What follows belongs to an exercise in optimizing a design on an open flow for small area, a short achievable clock period and few clock cycles per item; a production flow would make more cautious choices.
The RTL was checked by simulation tests, not by an equivalence proof against the original design.

## tundra
==> flow/design.v (excerpt) <==
module rgba_source_over_blend (
  input  logic        clk,
  input  logic        rst,
  input  logic        s_tvalid,
  output logic        s_tready,
  input  logic [63:0] s_tdata,
  output logic        m_tvalid,
  input  logic        m_tready,
  output logic [31:0] m_tdata
);
For scale: about 100 I/O pins, about 0.059 sq mm of cells after synthesis.
export LEC_CHECK = 0
export ABC_AREA = 1
export CAP_MARGIN = 0
export CORE_MARGIN = 2
export CORE_UTILIZATION = 40
export CTS_BUF_LIST = sky130_fd_sc_hd__clkbuf_4 sky130_fd_sc_hd__clkbuf_8
export SETUP_SLACK_MARGIN = 5
export SLEW_MARGIN = 0
create_clock -name core_clock -period 10.0 [get_ports {clk}]
run.sh (not shown) runs the stock make flow with config.mk's settings and CLKGATE_MAP_FILE= SYNTH_SCRIPT=/design/flow/synth_recipe.tcl, a recipe that flattens the netlist after the stock synthesis.
Testbench counts of tundra, summed over its fixed seeds: cycles 12,056, items 12,000.
#### Input delta (ember over tundra)
--- a/flow/design.v
+++ b/flow/design.v
@@ -9,16 +9,17 @@
   input  logic [63:0] s_tdata,
   output logic        m_tvalid,
   input  logic        m_tready,
   output logic [31:0] m_tdata
 );
   logic go;
+  logic sv;
+  logic [31:0] skid;
   logic [31:0] res;
   logic res_v;
-  assign go = ~m_tvalid | m_tready;
-  assign s_tready = go;
+  assign s_tready = ~(m_tvalid & sv);
   logic [7:0]  fa, ba;
   logic [7:0]  m0 [3];
   logic [2:0]  n0;
   logic [7:0]  bc0 [3];
   logic        v0;
   always_ff @(posedge clk) begin
@@ -3935,12 +3936,33 @@
   logic [7:0] s0_2, s1_2;
   assign s0_2 = bc6_2 + (qf_2[8:1] ^ {8{n6_2}});
   assign s1_2 = s0_2 + 8'd1;
   assign res[23:16] = cf_2 ? s1_2 : s0_2;
   assign res[31:24] = alpha;
   assign res_v = v6;
+  logic push, pop, ld_head;
+  assign push    = go & res_v;
+  assign pop     = m_tvalid & m_tready;
+  assign ld_head = pop | ~m_tvalid;
   always_ff @(posedge clk) begin
-    if (rst) m_tvalid <= 1'b0;
-    else if (go) m_tvalid <= res_v;
+    if (rst) begin
+      m_tvalid <= 1'b0;
+      sv       <= 1'b0;
+      go       <= 1'b1;
+    end else begin
+      if (ld_head) begin
+        m_tvalid <= sv | push;
+        sv       <= sv & push;
+        go       <= ~(sv & push);
+      end else begin
+        sv       <= sv | push;
+        go       <= ~(sv | push);
+      end
+    end
+  end
+  always_ff @(posedge clk) begin
+    if (ld_head) m_tdata <= sv ? skid : res;
+  end
+  always_ff @(posedge clk) begin
+    if (push & ~(ld_head & ~sv)) skid <= res;
   end
-  always_ff @(posedge clk) if (go) m_tdata <= res;
 endmodule
Findings:
- In the reports for ember and tundra, the larger total wirelength of the detailed-routed design belongs to ember.
- Taking tundra as the reference, in ember global-route usage over all layers went up 1.4 points; sequential cell count moved up; fraction of area in registers now larger; post-placement worst setup slack now sits higher.
Testbench counts of ember, summed over its fixed seeds: cycles 12,056, items 12,000.

========
Setup of job 101:
rgba_source_over_blend, a different RTL version from the one above (not shown whole).
For scale: ~7100 cells after synthesis, roughly 660 flip-flops, ~100 I/O pins.
Settings: LEC_CHECK=0, ABC_AREA=1, CAP_MARGIN=0, CORE_MARGIN=2, CORE_UTILIZATION=40, CTS_BUF_LIST=sky130_fd_sc_hd__clkbuf_4 sky130_fd_sc_hd__clkbuf_8, PLACE_DENSITY=0.75, SETUP_SLACK_MARGIN=5, SLEW_MARGIN=0; clock period 10.0 ns.
Testbench counts of job 101, summed over its fixed seeds: cycles 12,056, items 12,000.
Changes in job 102 relative to job 101:
--- a/flow/design.v
+++ b/flow/design.v
@@ -8,18 +8,19 @@
   output logic        s_tready,
   input  logic [63:0] s_tdata,
   output logic        m_tvalid,
   input  logic        m_tready,
   output logic [31:0] m_tdata
 );
   logic go;
+  logic sv;
+  logic [31:0] skid;
   logic [31:0] res;
   logic res_v;
-  assign go = ~m_tvalid | m_tready;
-  assign s_tready = go;
+  assign s_tready = ~(m_tvalid & sv);
   logic [7:0]  fa, ba;
   logic [7:0]  m0 [3];
   logic [2:0]  n0;
   logic [7:0]  bc0 [3];
   logic        v0;
   always_ff @(posedge clk) begin
     if (rst) v0 <= 1'b0;
@@ -3290,13 +3291,34 @@
   assign cf_2 = (qf_2[0] & (~n6_2 | (ro1_2 != {1'b0, d6}))) ^ n6_2;
   logic [7:0] s0_2, s1_2;
   assign s0_2 = bc6_2 + (qf_2[8:1] ^ {8{n6_2}});
   assign s1_2 = s0_2 + 8'd1;
   assign res[23:16] = cf_2 ? s1_2 : s0_2;
   assign res[31:24] = alpha;
   assign res_v = v6;
+  logic push, pop, ld_head;
+  assign push    = go & res_v;
+  assign pop     = m_tvalid & m_tready;
+  assign ld_head = pop | ~m_tvalid;
   always_ff @(posedge clk) begin
-    if (rst) m_tvalid <= 1'b0;
-    else if (go) m_tvalid <= res_v;
+    if (rst) begin
+      m_tvalid <= 1'b0;
+      sv       <= 1'b0;
+      go       <= 1'b1;
+    end else begin
+      if (ld_head) begin
+        m_tvalid <= sv | push;
+        sv       <= sv & push;
+        go       <= ~(sv & push);
+      end else begin
+        sv       <= sv | push;
+        go       <= ~(sv | push);
+      end
+    end
+  end
+  always_ff @(posedge clk) begin
+    if (ld_head) m_tdata <= sv ? skid : res;
+  end
+  always_ff @(posedge clk) begin
+    if (push & ~(ld_head & ~sv)) skid <= res;
   end
-  always_ff @(posedge clk) if (go) m_tdata <= res;
 endmodule
[summary]
- Compared with job 101, in job 102 share of final layout cell area taken by clock buffers and inverters barely changed; global routing usage summed across all routing layers climbed 0.55 points; parity-gate share of the synthesized area counting xor and xnor cells climbed 0.48 points; met2 usage climbed 0.60 points.
- Of job 101 and job 102, the lower non-filler instance count after layout belongs to job 102.
- Logic depth of the worst setup path including buffers is higher on job 102
- Going from job 101 to job 102, starting DRC count in detailed routing has decreased, number of instances resized during post-cts repair went up 2, final area essentially unchanged, aggregate routed wire length went up by 2.8%.
Testbench counts of job 102, summed over its fixed seeds: cycles 12,056, items 12,000.

========
beta:
rgba_source_over_blend, a different RTL version from the one above (not shown whole).
Size in the first run: about 7000 cells after synthesis, ~690 flip-flops, ~100 I/O pins.
clock: 10.0 ns
lec_check: 0
abc_area: 1
cap_margin: 20
core_margin: 2
core_utilization: 40
setup_slack_margin: 5
slew_margin: 20
Testbench counts of beta, summed over its fixed seeds: cycles 12,056, items 12,000.
For alpha, these inputs were changed with respect to beta:
diff --git a/flow/design.v b/flow/design.v
--- a/flow/design.v
+++ b/flow/design.v
@@ -9,16 +9,15 @@
   input  logic [63:0] s_tdata,
   output logic        m_tvalid,
   input  logic        m_tready,
   output logic [31:0] m_tdata
 );
   logic go;
-  logic sv;
-  logic [31:0] skid;
   logic [31:0] res;
   logic res_v;
+  assign go = ~m_tvalid | m_tready;
   assign s_tready = go;
   logic [7:0]  fa, ba;
   logic [7:0]  m0 [3];
   logic [2:0]  n0;
   logic [7:0]  bc0 [3];
   logic        v0;
@@ -35,15 +34,17 @@
     logic [8:0] df;
     logic [7:0] dn;
     assign fc = s_tdata[8*c +: 8];
     assign bc = s_tdata[32 + 8*c +: 8];
     assign df = {1'b0, fc} - {1'b0, bc};
     assign dn = bc - fc;
+    logic [7:0] m;
+    assign m = df[8] ? dn : df[7:0];
     always_ff @(posedge clk) if (go) begin
       n0[c]  <= df[8];
-      m0[c]  <= df[8] ? dn : df[7:0];
+      m0[c]  <= m;
       bc0[c] <= bc;
     end
   end
   logic        dz;
   assign dz  = (fa == 8'd0) & (ba == 8'd0);
   logic dh_pp1;
@@ -3934,33 +3935,12 @@
   logic [7:0] s0_2, s1_2;
   assign s0_2 = bc6_2 + (qf_2[8:1] ^ {8{n6_2}});
   assign s1_2 = s0_2 + 8'd1;
   assign res[23:16] = cf_2 ? s1_2 : s0_2;
   assign res[31:24] = alpha;
   assign res_v = v6;
-  logic push, pop, ld_head;
-  assign push    = go & res_v;
-  assign pop     = m_tvalid & m_tready;
-  assign ld_head = pop | ~m_tvalid;
   always_ff @(posedge clk) begin
-    if (rst) begin
-      m_tvalid <= 1'b0;
-      sv       <= 1'b0;
-      go       <= 1'b1;
-    end else begin
-      if (ld_head) begin
-        m_tvalid <= sv | push;
-        sv       <= sv & push;
-        go       <= ~(sv & push);
-      end else begin
-        sv       <= sv | push;
-        go       <= ~(sv | push);
-      end
-    end
-  end
-  always_ff @(posedge clk) begin
-    if (ld_head) m_tdata <= sv ? skid : res;
-  end
-  always_ff @(posedge clk) begin
-    if (push & ~(ld_head & ~sv)) skid <= res;
+    if (rst) m_tvalid <= 1'b0;
+    else if (go) m_tvalid <= res_v;
   end
+  always_ff @(posedge clk) if (go) m_tdata <= res;
 endmodule
[summary]
Having completed the whole flow, alpha delivered a layout that passed the timing, DRC and antenna checks. Final design utilization of beta is on par with alpha. The final reports for alpha and beta show critical path depth in cells lower in the former. | total cell area at the placement stage | lower: alpha |. Number of enable flip-flop cells after synthesis: lower on alpha.
Testbench counts of alpha, summed over its fixed seeds: cycles 12,056, items 12,000.

[static timing again, ports no longer ideal]
No port has a modelled driver above. Below, the same layouts with a new extraction and two added sets of constraints.
Step 1 sets driving cells, clkbuf_16 on the clock port and buf_2 on the other inputs (assumed; they add their load-dependent delay and slew).
Step 2 times the ports against the registers' clock, not the clock port: input delays grow and output delays shrink by t, the midpoint of the rising clock arrivals with the driver on.
Three values: ideal, step 1, step 2; two values: the first two.
run | t, ns | setup slack, ns | worst setup path at the end | clock arrival spread, ns | cell pins on the clock port's net
tundra | 0.907 | 5.045 / 5.024 / 4.915 | input to register | 0.033 / 0.033 | 1
ember | 0.917 | 5.204 / 5.204 / 5.023 | input to register | 0.102 / 0.103 | 1
job 101 | 0.910 | 5.227 / 5.208 / 4.931 | input to register | 0.076 / 0.075 | 1
job 102 | 0.902 | 5.192 / 5.192 / 5.152 | input to register | 0.073 / 0.072 | 1
beta | 0.760 | 5.204 / 5.204 / 5.204 | register to register | 0.084 / 0.084 | 1
alpha | 0.764 | 5.054 / 5.033 / 4.928 | input to register | 0.045 / 0.045 | 1
After both steps every run listed still meets setup and hold. The setup slack of job 101, which loses most, moves by -0.019 ns with the drivers and by -0.296 ns with both steps.
